Background: an optimization exercise with open tools, aiming at a short achievable clock period and few clock cycles. Do not read the settings as production practice. Function was checked by simulation only, so behaviour that the tests miss may differ from the original. Power is estimated from default activity; no workload was simulated.

[design/flow/config.mk]
export PLATFORM = sky130hd
export DESIGN_NAME = cpu_core
export DESIGN_NICKNAME = cpu_core
export VERILOG_FILES = /design/flow/design.v
export SDC_FILE = /design/flow/constraint.sdc
export NUM_CORES = 4
export LEC_CHECK = 0
export ABC_CLOCK_PERIOD_IN_PS = 3000
export CAP_MARGIN = 20
export CORE_MARGIN = 2
export CORE_UTILIZATION = 40
export SLEW_MARGIN = 20
export SYNTH_MEMORY_MAX_BITS = 8192
[design/flow/constraint.sdc]
create_clock -name core_clock -period 11.0 [get_ports {clk}]
set_input_delay 2.2000 -clock core_clock [delete_from_list [all_inputs] [get_ports {clk}]]
set_output_delay 2.2000 -clock core_clock [all_outputs]
set_load 0.01 [all_outputs]
[design/flow/design.v]
`timescale 1ns/100ps
package isa_pkg;
   localparam int code_w     = 16;
   localparam int reg_addr_w = 4;
   localparam int imm_w      = 8;
   localparam int tgt_w      = 8;    
   typedef enum logic [2:0] {
      alu_class = 3'd0,
      jz        = 3'd1,    
      jnz       = 3'd2,    
      loadi     = 3'd3,    
      jnc       = 3'd4,    
      jc        = 3'd5,    
      stop      = 3'd6,    
      nop       = 3'd7     
   } class_e;
   typedef enum logic [2:0] {
      op_sll  = 3'b000,
      op_srl  = 3'b001,
      op_add  = 3'b010,
      op_sub  = 3'b011,
      op_and  = 3'b100,
      op_xnor = 3'b101
   } alu_op_e;
   typedef struct packed {
      class_e                cls;
      alu_op_e               op;
      logic [reg_addr_w-1:0] dest;
      logic [reg_addr_w-1:0] src_a;
      logic [reg_addr_w-1:0] src_b;
      logic [imm_w-1:0]      imm;
      logic [tgt_w-1:0]      target;
   } decoded_t;
endpackage
`timescale 1ns/100ps
package core_pkg;
   localparam int word_w = 32;    
   typedef enum logic [1:0] {
      s_req     = 2'd0,
      s_release = 2'd1,
      s_exec    = 2'd2,
      s_halt    = 2'd3
   } seq_state_e;
   typedef struct packed {
      logic [word_w-1:0] data;
      logic              carry;    
   } alu_res_t;
   typedef struct packed {
      logic                     take;
      logic [7:0]                target;    
   } br_res_t;
   typedef struct packed {
      logic                          we;
      logic [3:0]                    addr;    
      logic [word_w-1:0]             data;
   } wb_t;
endpackage
`timescale 1ns/100ps
module instr_decoder (
   input  logic [isa_pkg::code_w-1:0] code,
   output isa_pkg::decoded_t          dec
);
   logic op_legal;
   assign op_legal = (code[14:12] <= 3'b101);    
   always_comb begin
      dec = '0;
      casez (code[15:12])
         4'b0???: dec.cls = op_legal ? isa_pkg::alu_class : isa_pkg::nop;
         4'b1000: dec.cls = isa_pkg::jz;
         4'b1001: dec.cls = isa_pkg::jnz;
         4'b1010: dec.cls = isa_pkg::loadi;
         4'b1011: dec.cls = isa_pkg::jnc;
         4'b1100: dec.cls = isa_pkg::jc;
         4'b1111: dec.cls = isa_pkg::stop;
         default: dec.cls = isa_pkg::nop;    
      endcase
      if (op_legal) begin
         dec.op = isa_pkg::alu_op_e'(code[14:12]);
      end else begin
         dec.op = isa_pkg::op_sll;
      end
      dec.dest   = code[11:8];
      dec.src_a  = code[7:4];    
      dec.src_b  = code[3:0];
      dec.imm    = code[7:0];
      dec.target = {code[11:8], code[3:0]};
   end
endmodule
`timescale 1ns/100ps
module reg_file #(
   parameter int data_w = 32
) (
   input  logic                          clk,
   input  logic                          arst_n,
   input  logic [isa_pkg::reg_addr_w-1:0] addr_a,
   input  logic [isa_pkg::reg_addr_w-1:0] addr_b,
   output logic [data_w-1:0]             rd_a,
   output logic [data_w-1:0]             rd_b,
   input  core_pkg::wb_t                 wb
);
   localparam int n_regs = 1 << isa_pkg::reg_addr_w;
   logic [data_w-1:0] regs [n_regs];
   always_ff @(posedge clk or negedge arst_n) begin
      if (!arst_n) begin
         for (int i = 0; i < n_regs; i++) regs[i] <= '0;
      end else if (wb.we) begin
         regs[wb.addr] <= wb.data[data_w-1:0];
      end
   end
   assign rd_a = regs[addr_a];
   assign rd_b = regs[addr_b];
endmodule
`timescale 1ns/100ps
module alu #(
   parameter int data_w = 32
) (
   input  logic [data_w-1:0] a,
   input  logic [data_w-1:0] b,
   input  isa_pkg::alu_op_e  op,
   output core_pkg::alu_res_t res
);
   logic              sub;
   logic [data_w-1:0] b_eff;
   logic [data_w:0]   sum;     
   logic [data_w-1:0] y;
   assign sub   = (op == isa_pkg::op_sub);
   assign b_eff = sub ? ~b : b;
   assign sum   = {1'b0, a} + {1'b0, b_eff} + sub;
   always_comb begin
      y = '0;
      case (op)
         isa_pkg::op_sll:  y = a << b[4:0];
         isa_pkg::op_srl:  y = a >> b[4:0];
         isa_pkg::op_add,
         isa_pkg::op_sub:  y = sum[data_w-1:0];
         isa_pkg::op_and:  y = a & b;
         isa_pkg::op_xnor: y = ~(a ^ b);
         default: y = '0;
      endcase
   end
   assign res.data  = core_pkg::word_w'(y);
   assign res.carry = sum[data_w];
endmodule
`timescale 1ns/100ps
module branch_unit #(
   parameter int data_w = 32
) (
   input  logic              clk,
   input  logic              arst_n,
   input  logic [data_w-1:0] a,
   input  isa_pkg::decoded_t dec,
   input  logic              alu_carry,
   input  logic              exec,
   output core_pkg::br_res_t br
);
   logic carry_q;
   logic a_zero;
   logic arith;
   assign a_zero = (a == '0);
   assign arith  = (dec.cls == isa_pkg::alu_class) && (dec.op == isa_pkg::op_add || dec.op == isa_pkg::op_sub);
   always_ff @(posedge clk or negedge arst_n) begin
      if (!arst_n) begin
         carry_q <= 1'b0;
      end else if (exec && arith) begin
         carry_q <= alu_carry;
      end
   end
   always_comb begin
      case (dec.cls)
         isa_pkg::jz:      br.take = a_zero;
         isa_pkg::jnz:     br.take = !a_zero;
         isa_pkg::jc:      br.take = carry_q;
         isa_pkg::jnc:     br.take = !carry_q;
         default: br.take = 1'b0;
      endcase
      br.target = dec.target;
   end
endmodule
`timescale 1ns/100ps
module sequencer #(
   parameter int data_w = 32,
   parameter int pc_w   = 8
) (
   input  logic                       clk,
   input  logic                       arst_n,
   output logic                       fetch_req,
   output logic [pc_w-1:0]            fetch_pc,
   input  logic [isa_pkg::code_w-1:0] fetch_code,
   input  logic                       fetch_ack,
   output logic [isa_pkg::code_w-1:0] code,
   input  isa_pkg::decoded_t          dec,
   input  core_pkg::alu_res_t         alu_res,
   input  core_pkg::br_res_t          br,
   output logic                       exec,
   output core_pkg::wb_t              wb,
   output logic                       halted
);
   core_pkg::seq_state_e        state;
   logic [pc_w-1:0]   pc;
   logic [data_w-1:0] wb_word;
   logic              wb_we;
   always_ff @(posedge clk or negedge arst_n) begin
      if (!arst_n) begin
         state     <= core_pkg::s_req;
         fetch_req <= 1'b0;
         pc        <= '0;
         code      <= '0;
      end else begin
         case (state)
            core_pkg::s_req: begin
               if (!fetch_req) begin
                  fetch_req <= 1'b1;
               end else if (fetch_ack) begin
                  code      <= fetch_code;
                  fetch_req <= 1'b0;
                  state     <= core_pkg::s_release;
               end
            end
            core_pkg::s_release: if (!fetch_ack) state <= core_pkg::s_exec;    
            core_pkg::s_exec: begin
               if (dec.cls == isa_pkg::stop) begin
                  state <= core_pkg::s_halt;    
               end else begin
                  state <= core_pkg::s_req;
                  pc    <= br.take ? br.target[pc_w-1:0] : pc + 1'b1;
               end
            end
            default: state <= core_pkg::s_halt;    
         endcase
      end
   end
   assign fetch_pc = pc;
   assign exec     = (state == core_pkg::s_exec);
   assign halted   = (state == core_pkg::s_halt);
   always_comb begin
      wb_we   = 1'b0;
      wb_word = '0;
      if (exec) begin
         case (dec.cls)
            isa_pkg::alu_class: begin
               wb_we   = 1'b1;
               wb_word = alu_res.data[data_w-1:0];
            end
            isa_pkg::loadi: begin
               wb_we   = 1'b1;
               wb_word = data_w'(dec.imm);    
            end
            default: wb_we = 1'b0;
         endcase
      end
      wb.we   = wb_we;
      wb.addr = dec.dest;
      wb.data = core_pkg::word_w'(wb_word);
   end
endmodule
`timescale 1ns/100ps
module cpu_core #(
   parameter int data_w = 32,
   parameter int pc_w   = 8
) (
   input  logic                           clk,
   input  logic                           arst_n,
   output logic                           fetch_req,
   output logic [pc_w-1:0]                fetch_pc,
   input  logic [isa_pkg::code_w-1:0]     fetch_code,
   input  logic                           fetch_ack,
   output logic                           wb_valid,
   output logic [isa_pkg::reg_addr_w-1:0] wb_addr,
   output logic [data_w-1:0]              wb_data,
   output logic                           halted
);
   localparam int n_words = 1 << (pc_w - 1);    
   logic [n_words-1:0][15:0] icache_q;
   logic [n_words-1:0] ival_q;
   logic [n_words-1:0] itag_q;       
   function automatic logic present(input logic [pc_w-1:0] a);
      present = ival_q[a[pc_w-2:0]] && (itag_q[a[pc_w-2:0]] == a[pc_w-1]);
   endfunction
   logic               wr_q;         
   logic [pc_w-1:0]    wa_q;
   logic [15:0]        wd_q;
   logic [n_words-1:0] wen_q;        
   always_ff @(posedge clk) begin
      for (int i = 0; i < n_words; i++) if (wen_q[i]) begin
         icache_q[i] <= wd_q;
         itag_q[i]   <= wa_q[pc_w-1];
      end
   end
   logic            req_q;
   logic [pc_w-1:0] fa_q;            
   logic [pc_w-1:0] pf_q;            
   logic            ack_now, idle;
   assign ack_now = req_q && fetch_ack;
   assign idle    = !req_q && !fetch_ack;
   logic [pc_w-1:0]   fpc_q;
   logic              dv_q;
   logic [15:0]       dc_q;
   logic [pc_w-1:0]   dpc_q;
   logic              stop_q, halt_q;
   logic [pc_w-1:0]   stop_pc_q;
   logic [data_w-1:0] regs [16];
   logic              carry_q;
   logic              ex_we_q, ex_setc_q, ex_br_q;
   logic              ex_sll_q, ex_srl_q, ex_add_q, ex_sub_q, ex_and_q, ex_xnr_q, ex_pas_q;
   logic [15:0]       ex_wen_q;      
   logic [15:0]       wb_wen_q;      
   logic [4:0]        ex_sh_q;       
   logic [1:0]        ex_brk_q;      
   logic              ex_pred_q;     
   logic [3:0]        ex_pi_q;       
   logic [pc_w-1:0]   ex_pc1_q;      
   logic [pc_w-1:0]   ex_tgt_q;
   logic [3:0]        ex_d_q;
   logic [data_w-1:0] ex_a_q, ex_b_q;
   logic [data_w-1:0] res_q;         
   logic              wb_v_q;
   logic [3:0]        wb_a_q;
   function automatic logic [33:0] ks_add(input logic [32:0] x, input logic [32:0] z);
      logic [32:0] g, p, gg, pp;
      logic [32:0] s;
      g  = x & z;
      p  = x ^ z;
      gg = g;
      pp = p;
      for (int d = 1; d < 33; d = d * 2) begin
         for (int i = 32; i >= d; i--) begin
            gg[i] = gg[i] | (pp[i] & gg[i-d]);
            pp[i] = pp[i] & pp[i-d];
         end
      end
      s[0] = p[0];
      for (int i = 1; i < 33; i++) s[i] = p[i] ^ gg[i-1];
      ks_add = {gg[32], s};
   endfunction
   logic [data_w-1:0] xa, xb, y, xbe;
   logic [33:0]       sum;
   logic              ex_take;
   assign xa  = ex_a_q;
   assign xb  = ex_b_q;
   assign xbe = xb;                  
   assign sum = ks_add({xa, ex_sub_q}, {xbe, ex_sub_q});
   assign y = ({data_w{ex_sll_q}} & (xa << ex_sh_q))
            | ({data_w{ex_srl_q}} & (xa >> ex_sh_q))
            | ({data_w{ex_add_q}} & sum[data_w:1])
            | ({data_w{ex_and_q}} & (xa & xb))
            | ({data_w{ex_xnr_q}} & ~(xa ^ xb))
            | ({data_w{ex_pas_q}} & xa);
   always_comb begin
      case (ex_brk_q)
         2'd0:    ex_take = (xa == '0);
         2'd1:    ex_take = (xa != '0);
         2'd2:    ex_take = !carry_q;
         default: ex_take = carry_q;
      endcase
   end
   logic            ex_redir;
   logic [pc_w-1:0] ex_rtgt;
   assign ex_redir = ex_br_q && (ex_take != ex_pred_q);
   assign ex_rtgt  = ex_take ? ex_tgt_q : ex_pc1_q;
   logic [3:0]        op;
   logic [data_w-1:0] rs_a, rs_b;
   logic              d_live, is_alu, is_ldi, is_stop, is_bz, is_bc;
   logic              haz_a, haz_b, br_in_ex, d_take, d_redir, stop_d;
   assign op      = dc_q[15:12];
   assign rs_a    = (wb_v_q && wb_a_q == dc_q[7:4]) ? res_q : regs[dc_q[7:4]];
   assign rs_b    = (wb_v_q && wb_a_q == dc_q[3:0]) ? res_q : regs[dc_q[3:0]];
   assign d_live  = dv_q && !ex_redir && !stop_q;
   assign is_alu  = !op[3] && (op[2:0] <= 3'd5);
   assign is_ldi  = (op == 4'b1010);
   assign is_stop = (op == 4'b1111);
   assign is_bz   = (op == 4'b1000) || (op == 4'b1001);
   assign is_bc   = (op == 4'b1011) || (op == 4'b1100);
   assign haz_a   = ex_we_q && (ex_d_q == dc_q[7:4]);
   assign haz_b   = ex_we_q && (ex_d_q == dc_q[3:0]);
   assign br_in_ex = (is_bz && haz_a) || (is_bc && ex_setc_q);
   logic [15:0] zf_q;
   logic        a_zero;
   assign a_zero = (wb_v_q && wb_a_q == dc_q[7:4]) ? (res_q == '0) : zf_q[dc_q[7:4]];
   always_comb begin
      case (op)
         4'b1000: d_take = a_zero;
         4'b1001: d_take = !a_zero;
         4'b1011: d_take = !carry_q;
         4'b1100: d_take = carry_q;
         default: d_take = 1'b0;
      endcase
   end
   logic            is_br, d_mis;
   logic [pc_w-1:0] jt;
   assign jt      = {dc_q[11:8], dc_q[3:0]};
   logic [pc_w-1:0] d_rtgt;
   assign is_br   = is_bz || is_bc;
   assign d_mis   = is_br ? (!br_in_ex && (d_take != dpred_q)) : dpred_q;
   assign d_redir = d_live && d_mis;
   assign d_rtgt  = (is_br && d_take) ? {dc_q[11:8], dc_q[3:0]} : dpc_q + 1'b1;
   assign stop_d  = d_live && is_stop;
   logic            redirect, hit, deliver, f_ok, need, pf_ok;
   logic [pc_w-1:0] tgt;
   assign redirect = ex_redir || d_redir;
   assign tgt      = ex_redir ? ex_rtgt : d_rtgt;
   logic [3:0]           bv_q;
   logic [3:0][pc_w-1:0] bs_q, bt_q;
   logic [1:0]           brr_q;
   logic [3:0]           bhit;
   logic                 pred;
   logic [pc_w-1:0]      ptgt;
   logic                 dpred_q;
   logic [3:0]           dpi_q;
   always_comb begin
      ptgt = '0;
      for (int k = 0; k < 4; k++) begin
         bhit[k] = bv_q[k] && (bs_q[k] == fpc_q);
         ptgt    = ptgt | (bt_q[k] & {pc_w{bhit[k]}});
      end
      pred = |bhit;
   end
   logic            ins, del;
   logic [3:0]      del_oh;
   logic [pc_w-1:0] ins_pc, ins_tgt;
   always_comb begin
      ins     = 1'b0;
      del     = 1'b0;
      del_oh  = '0;
      ins_pc  = dpc_q;
      ins_tgt = {dc_q[11:8], dc_q[3:0]};
      if (ex_redir) begin
         ins     = ex_take;
         del     = !ex_take;
         del_oh  = ex_pi_q;
         ins_pc  = ex_pc1_q - 1'b1;
         ins_tgt = ex_tgt_q;
      end else if (d_redir) begin
         ins     = is_br && d_take;
         del     = !(is_br && d_take);
         del_oh  = dpi_q;
      end
   end
   always_ff @(posedge clk or negedge arst_n) begin
      if (!arst_n) begin
         bv_q  <= '0;
         bs_q  <= '0;
         bt_q  <= '0;
         brr_q <= '0;
      end else begin
         if (del) bv_q <= bv_q & ~del_oh;
         if (ins) begin
            bv_q[brr_q] <= 1'b1;
            bs_q[brr_q] <= ins_pc;
            bt_q[brr_q] <= ins_tgt;
            brr_q       <= brr_q + 1'b1;
         end
      end
   end
   logic [15:0]        crd;
   logic            pf_near;
   assign crd      = icache_q[fpc_q[pc_w-2:0]];
   assign hit      = present(fpc_q);
   logic            pf_known_q, pf_pres_q, pf_near_q, pf_step;
   assign pf_near  = (pc_w'(pf_q - fpc_q) < pc_w'(16));    
   assign pf_step  = pf_known_q && pf_pres_q && pf_near_q && !ack_now;
   assign deliver  = ack_now && (fa_q == fpc_q);
   assign f_ok     = (hit || deliver) && !stop_q;
   assign need     = !hit && !stop_q && !stop_d && !redirect && !(wr_q && wa_q == fpc_q);
   assign pf_ok    = pf_known_q && pf_near_q && !pf_pres_q && !stop_q && !stop_d && !redirect && !(wr_q && wa_q == pf_q);
   always_ff @(posedge clk or negedge arst_n) begin
      if (!arst_n) begin
         ival_q <= '0;
         wen_q  <= '0;
         wr_q   <= 1'b0;
         wa_q   <= '0;
         wd_q   <= '0;
         req_q  <= 1'b0;
         fa_q   <= '0;
         pf_q   <= '0;
         pf_known_q <= 1'b0;
         pf_pres_q  <= 1'b0;
         pf_near_q  <= 1'b0;
         fpc_q  <= '0;
         dv_q   <= 1'b0;
         dpred_q <= 1'b0;
         dpi_q  <= '0;
         dc_q   <= '0;
         dpc_q  <= '0;
         stop_q <= 1'b0;
         stop_pc_q <= '0;
         halt_q <= 1'b0;
      end else begin
         wr_q   <= 1'b0;
         wen_q  <= '0;
         ival_q <= ival_q | wen_q;
         pf_pres_q  <= present(pf_q);
         pf_near_q  <= pf_near;
         pf_known_q <= !ack_now && !pf_step;
         if (pf_step) pf_q <= pf_q + 1'b1;
         if (req_q) begin
            if (fetch_ack) begin
               req_q <= 1'b0;
               wr_q  <= 1'b1;
               wen_q <= n_words'(1) << fa_q[pc_w-2:0];
               wa_q  <= fa_q;
               wd_q  <= fetch_code;
               pf_q  <= fa_q + 1'b1;
            end
         end else if (stop_q || (stop_d && !ex_we_q)) begin
            halt_q <= 1'b1;                  
            fa_q   <= stop_q ? stop_pc_q : dpc_q;
         end else if (idle) begin
            if (d_redir && is_br && d_take && !present(jt) && !(wr_q && wa_q == jt)) begin
               req_q <= 1'b1;                
               fa_q  <= jt;
            end else if (need) begin
               req_q <= 1'b1;
               fa_q  <= fpc_q;
            end else if (pf_ok) begin
               req_q <= 1'b1;
               fa_q  <= pf_q;
            end
         end
         if (redirect) begin
            dv_q  <= 1'b0;
            fpc_q <= tgt;
         end else begin
            dv_q    <= f_ok;
            dpred_q <= pred;
            dpi_q   <= bhit;
            dc_q    <= hit ? crd : fetch_code;
            dpc_q   <= fpc_q;
            if (f_ok) begin
               fpc_q <= pred ? ptgt : fpc_q + 1'b1;
            end
         end
         if (stop_d) begin
            stop_q    <= 1'b1;
            stop_pc_q <= dpc_q;
         end
      end
   end
   always_ff @(posedge clk or negedge arst_n) begin
      if (!arst_n) begin
         ex_we_q   <= 1'b0;
         ex_wen_q  <= '0;
         ex_setc_q <= 1'b0;
         ex_br_q   <= 1'b0;
         ex_brk_q  <= '0;
         ex_pred_q <= 1'b0;
         ex_pi_q   <= '0;
         ex_pc1_q  <= '0;
         ex_tgt_q  <= '0;
         ex_d_q    <= '0;
         ex_sll_q  <= 1'b0;
         ex_srl_q  <= 1'b0;
         ex_add_q  <= 1'b0;
         ex_sub_q  <= 1'b0;
         ex_and_q  <= 1'b0;
         ex_xnr_q  <= 1'b0;
         ex_pas_q  <= 1'b0;
         ex_a_q    <= '0;
         ex_b_q    <= '0;
         ex_sh_q   <= '0;
      end else begin
         ex_we_q   <= d_live && (is_alu || is_ldi);
         ex_wen_q  <= (d_live && (is_alu || is_ldi)) ? (16'b1 << dc_q[11:8]) : 16'b0;
         ex_setc_q <= d_live && is_alu && (op[2:1] == 2'b01);
         ex_br_q   <= d_live && br_in_ex;
         ex_brk_q  <= op[3] ? ((op == 4'b1000) ? 2'd0 : (op == 4'b1001) ? 2'd1 :
                               (op == 4'b1011) ? 2'd2 : 2'd3) : 2'd0;
         ex_tgt_q  <= {dc_q[11:8], dc_q[3:0]};
         ex_pred_q <= dpred_q;
         ex_pi_q   <= dpi_q;
         ex_pc1_q  <= dpc_q + 1'b1;
         ex_d_q    <= dc_q[11:8];
         ex_sll_q  <= (op == 4'b0000);
         ex_srl_q  <= (op == 4'b0001);
         ex_add_q  <= (op == 4'b0010) || (op == 4'b0011);
         ex_sub_q  <= (op == 4'b0011);
         ex_and_q  <= (op == 4'b0100);
         ex_xnr_q  <= (op == 4'b0101);
         ex_pas_q  <= is_ldi;
         ex_a_q    <= is_ldi ? data_w'(dc_q[7:0]) : (haz_a ? y : rs_a);
         ex_b_q    <= (op == 4'b0011) ? ~(haz_b ? y : rs_b) : (haz_b ? y : rs_b);
         ex_sh_q   <= haz_b ? y[4:0] : rs_b[4:0];
      end
   end
   always_ff @(posedge clk or negedge arst_n) begin
      if (!arst_n) begin
         carry_q <= 1'b0;
         wb_v_q  <= 1'b0;
         wb_a_q  <= '0;
         res_q   <= '0;
         for (int i = 0; i < 16; i++) regs[i] <= '0;
         zf_q    <= '1;
         wb_wen_q <= '0;
      end else begin
         if (wb_v_q) zf_q[wb_a_q] <= (res_q == '0);
         wb_v_q <= ex_we_q;
         if (ex_setc_q) carry_q <= sum[data_w+1];
         if (ex_we_q) begin
            wb_a_q       <= ex_d_q;
            res_q        <= y;
         end
         wb_wen_q <= ex_wen_q;
         for (int i = 0; i < 16; i++) if (wb_wen_q[i]) regs[i] <= res_q;
      end
   end
   assign fetch_req = req_q;
   assign fetch_pc  = fa_q;
   assign wb_valid  = wb_v_q;
   assign wb_addr   = wb_a_q;
   assign wb_data   = res_q;
   assign halted    = halt_q;
endmodule
[design/flow/flow/run.sh]
#!/bin/bash
# Standard layout, with repair_timing aiming well below the 11 ns clock
# (setup margin) so that the achieved period is pushed down. Constraints
# are the design's own.
set -uo pipefail
bash standard.sh SETUP_SLACK_MARGIN=${MARGIN:-7.8} finish > standard_flow.log 2>&1
[design/flow/standard.sh]
#!/bin/bash
# synth_recipe.tcl (not shown) runs the flow's synth.tcl, then flattens the netlist and writes it again
# the make line also repeats each setting of config.mk as NAME=value (left out here)
make -C /OpenROAD-flow-scripts/flow DESIGN_CONFIG=/design/flow/config.mk WORK_HOME=/design/flow/orfs CLKGATE_MAP_FILE= SYNTH_SCRIPT=/design/flow/synth_recipe.tcl "${@:-finish}"
==> results.txt <==
==> worst paths after layout <==
kind                       slack [ns]            to  depth (start not counted)
max                              7.17    wb_data[6]                          2
min                              0.35  wb_wen_q[13]                          0
min reg2reg                      0.35  wb_wen_q[13]                          0
max reg2reg                      7.18      fpc_q[6]                         11
min in group asynchronous        1.30   regs[4][12]                          1
max in group asynchronous        8.07     res_q[28]                          2
==> placed cells by master, fill, tap and decap left out, drive strengths merged, types with 65 or more instances in the layout <==
| master | count |
|---|---|
| edfxtp | 2176 |
| clkinv | 106 |
| o22ai | 78 |
| nand2 | 318 |
| or2 | 135 |
| nand3 | 115 |
| a21oi | 270 |
| mux4 | 944 |
| nor2 | 430 |
| buf | 721 |
| mux2i | 81 |
| mux2 | 580 |
| a211oi | 96 |
| a22oi | 390 |
| inv | 76 |
| o21ai | 180 |
| a221oi | 65 |
| nand4 | 96 |
| xnor2 | 108 |
| dfrtp | 1103 |
| clkbuf | 515 |
==> per-stage QoR <==
stage | hold slack, ns | instances | setup WS (ns) | area, um^2 | power (uW)
after global placement | 0.331 | 12956 | 4.94 | 149000 | 32400
after detailed placement | 0.335 | 12958 | 5.05 | 149000 | 32600
after global routing | 0.355 | 14087 | 7.16 | 172000 | 50500
after CTS | 0.346 | 13978 | 7.14 | 169000 | 48200
after floorplan | 0.331 | 8550 | 7.75 | 143000 | 26800
final | 0.347 | 14095 | 7.17 | 172000 | 49200
==> flip-flops by register name (all words and copies together) (netlist names), 16 cells and up <==
signal / cells
icache_q: 2048
regs: 512
itag_q: 128
ival_q: 128
wen_q: 128
bs_q: 32
bt_q: 32
ex_a_q: 32
ex_b_q: 32
res_q: 32
dc_q: 16
ex_wen_q: 16
wb_wen_q: 16
wd_q: 16
zf_q: 16
==> area by class of cell <==
cell class                 count  area (um^2)  share of cell area [%]
inverter                      59          265                   0.154
sequential                  3295        93700                    54.5
clock buffer                 494         9810                    5.71
multi-input combinational   4530        49600                    28.9
clock inverter               148         1410                   0.823
timing repair buffer         807        11100                    6.44
antenna                        9         22.5                  0.0131
tap                         4751         5940                    3.46
timing repair inverter         2         17.5                  0.0102
==> Yosys cell counts (18+ instances only) <==
master | count | area share, %
mux4_2 | 944 | 15
nor4_1 | 33 | 0.14
nor2b_1 | 24 | 0.11
edfxtp_1 | 2176 | 46
a22o_1 | 59 | 0.36
nand4_1 | 96 | 0.42
o211ai_1 | 19 | 0.10
inv_1 | 54 | 0.14
nor3_1 | 59 | 0.21
buf_2 | 83 | 0.29
a31oi_1 | 25 | 0.11
a221oi_1 | 65 | 0.40
ha_1 | 56 | 0.49
a211oi_1 | 96 | 0.50
nand2_1 | 316 | 0.83
mux2i_1 | 81 | 0.57
xnor2_1 | 108 | 0.66
o21ai_0 | 174 | 0.61
nand3_1 | 113 | 0.40
o22ai_1 | 78 | 0.34
xor2_1 | 54 | 0.33
nand2b_1 | 28 | 0.12
mux2_2 | 580 | 4.6
nor2_1 | 430 | 1.1
o2bb2ai_1 | 38 | 0.23
a22oi_1 | 390 | 2.0
or2_2 | 135 | 0.59
buf_1 | 132 | 0.35
a21o_1 | 27 | 0.14
a21oi_1 | 268 | 0.94
dfrtp_1 | 1103 | 19
and3_1 | 18 | 0.079
clkbuf_1 | 437 | 1.1
==> per-layer routing <==
metal,up-vias,global-route usage [%],share of wire [%]
met5,-,0,0.0024
met4,2,13.6,6.1
met3,1329,5.44,9.9
met1,48125,34.8,37
li1,35321,-,-
met2,5721,42.5,47
==> logic make-up after synthesis <==
logic type | after synthesis | synth area share (%)
flops | 3295 | 65.3
mux | 1605 | 20.0
compound gates | 1380 | 6.71
simple gates | 1319 | 4.40
buf+inv | 732 | 2.07
xor+xnor | 162 | 0.993
fa+ha+maj | 57 | 0.504
==> repair_timing <==
item	CTS	global route
endpoints found under the setup margin	918	562
pin swaps	114	141
hold endpoints to repair	0	0
setup buffers	272	82
gates resized for setup	1004	337
cloned	106	23
==> critical path, cell delays in order (launching register included) <==
cell     delay, ns
dfrtp_2       0.45
buf_12        0.16
buf_6         0.12
==> power breakdown <==
part           internal, uW  switching [uW]
logic                  8760           11200
registers             15700            1930
clock network          6630            5010
total                 31100           18100
==> results.txt <==
Synth cell types: 94
Synth warn: 2
Pwr per Cell Area: 286 nW/um^2
Clk buf depth: 4
Die X-Extent: 602 um
Total CTS buffers: 349
Core footprint: 356000 um^2
EDFF count, synth: 2176
Ys flop type: edfxtp_1
Global route overflow: 0
Final Wtd Congestion: 0.921
Filler instances: 29505
Min Tclk post-route: 3.83 ns
DRT iter0 DRCs: 13072
CTS Sinks: 3295
Synthesis-stage register bit count: 3295
Final Hold Vio Count: 0
Worst vdd ir: 184 uV
Asr flop ratio synth: 34.0%
CTS tree: done
Period utilization: 34.9%
Syn_area_per_cell: 16.7 um^2
DIE HEIGHT: 602 um
Lkg Pwr: 0.0625 uW
Fmax: 0.261 GHz
Cells after Synth: 8550
Worst Skew: 0.0900 ns
Mapped cell area: 143000 um^2
ANT nets after route: 0
Vias in the first global route: 89736
Area growth from synthesis to layout: 20.2%
Final nets: 9120
Critical Path RT: 8.80 ns
DRC Markers: 0
Num ports: 66
First-pass GRT wire length: 692000 um
Hold_buf cts: 0
Vias/cell: 6.42
First drt pass iteration count: 6
Share of cells above drive strength 1: 38.5%
Crit end category: output port
Register area share after synthesis: 65.3%
Initial antenna violation count: 13
Die Area: 362000 um^2
Final core occ: 48.3%
Mapped Nets: 8626
Hold path start: ex_wen_q[13]
Final wirelength: 498000 um
Routed WL per cell: 35.3 um
Port buffer count: 65
Largest net degree at the start of global routing: 168
Min-Delay Path Class: reg2reg
Reg clk slew, reported paths: 0.06 ns
Relative max-transition margin: 18.9%
Detail Placement HPWL: 260000 um
All-Layer GR Usage: 26.7%
Startpoint types: flip-flop
Critical path type: reg2out
Max Cap Violations: 0
Crit path launch: res_q[6]
RR Startpoint: fpc_q[3]
Vias post-DR: 90498
Max-slew violations: 0
Starting Density: 40.2%
Worst-Margin Slew: 1.22 ns
Row Count: 219
Critical path arrival: 1.63 ns
Number of setup violations in the final report: 0
Setup_tns: 0 ns
Worst-skew pair later-pin latency: 0.98 ns
Status: finished clean
H-tree Lvls: 5
Worst Path Max Fanout: 2
CTS Root Cell: clkbuf_16
RSZ-0062 raised after global routing: yes
Testbench counts, summed over its fixed seeds: cycles 23,639.

==> port drivers added, routing unchanged <==
The results above use ideal ports. As a check the final layout listed here was re-extracted and re-timed, cells and wires unchanged. Step 1, drivers: a clkbuf_16 drives clk and a buf_2 each remaining input, both assumed. Step 2, shift: input delay + t, output delay - t, t = (earliest + latest rising clock arrival at the registers) / 2. This alone moves slack from input paths to output paths. a / b / c = no drivers / after step 1 / after step 2; a / b = the first two.
t, ns: 1.036
slack for setup (ns): 7.165 / 7.064 / 6.594
worst setup path after step 2: input to register
worst register clock-pin slew, ns: 0.08 / 0.08
pins driven straight from the clock port: 1
After both steps this run still meets setup and hold. For this run, drivers alone change the setup slack by -0.101 ns; drivers and shift together by -0.571 ns.
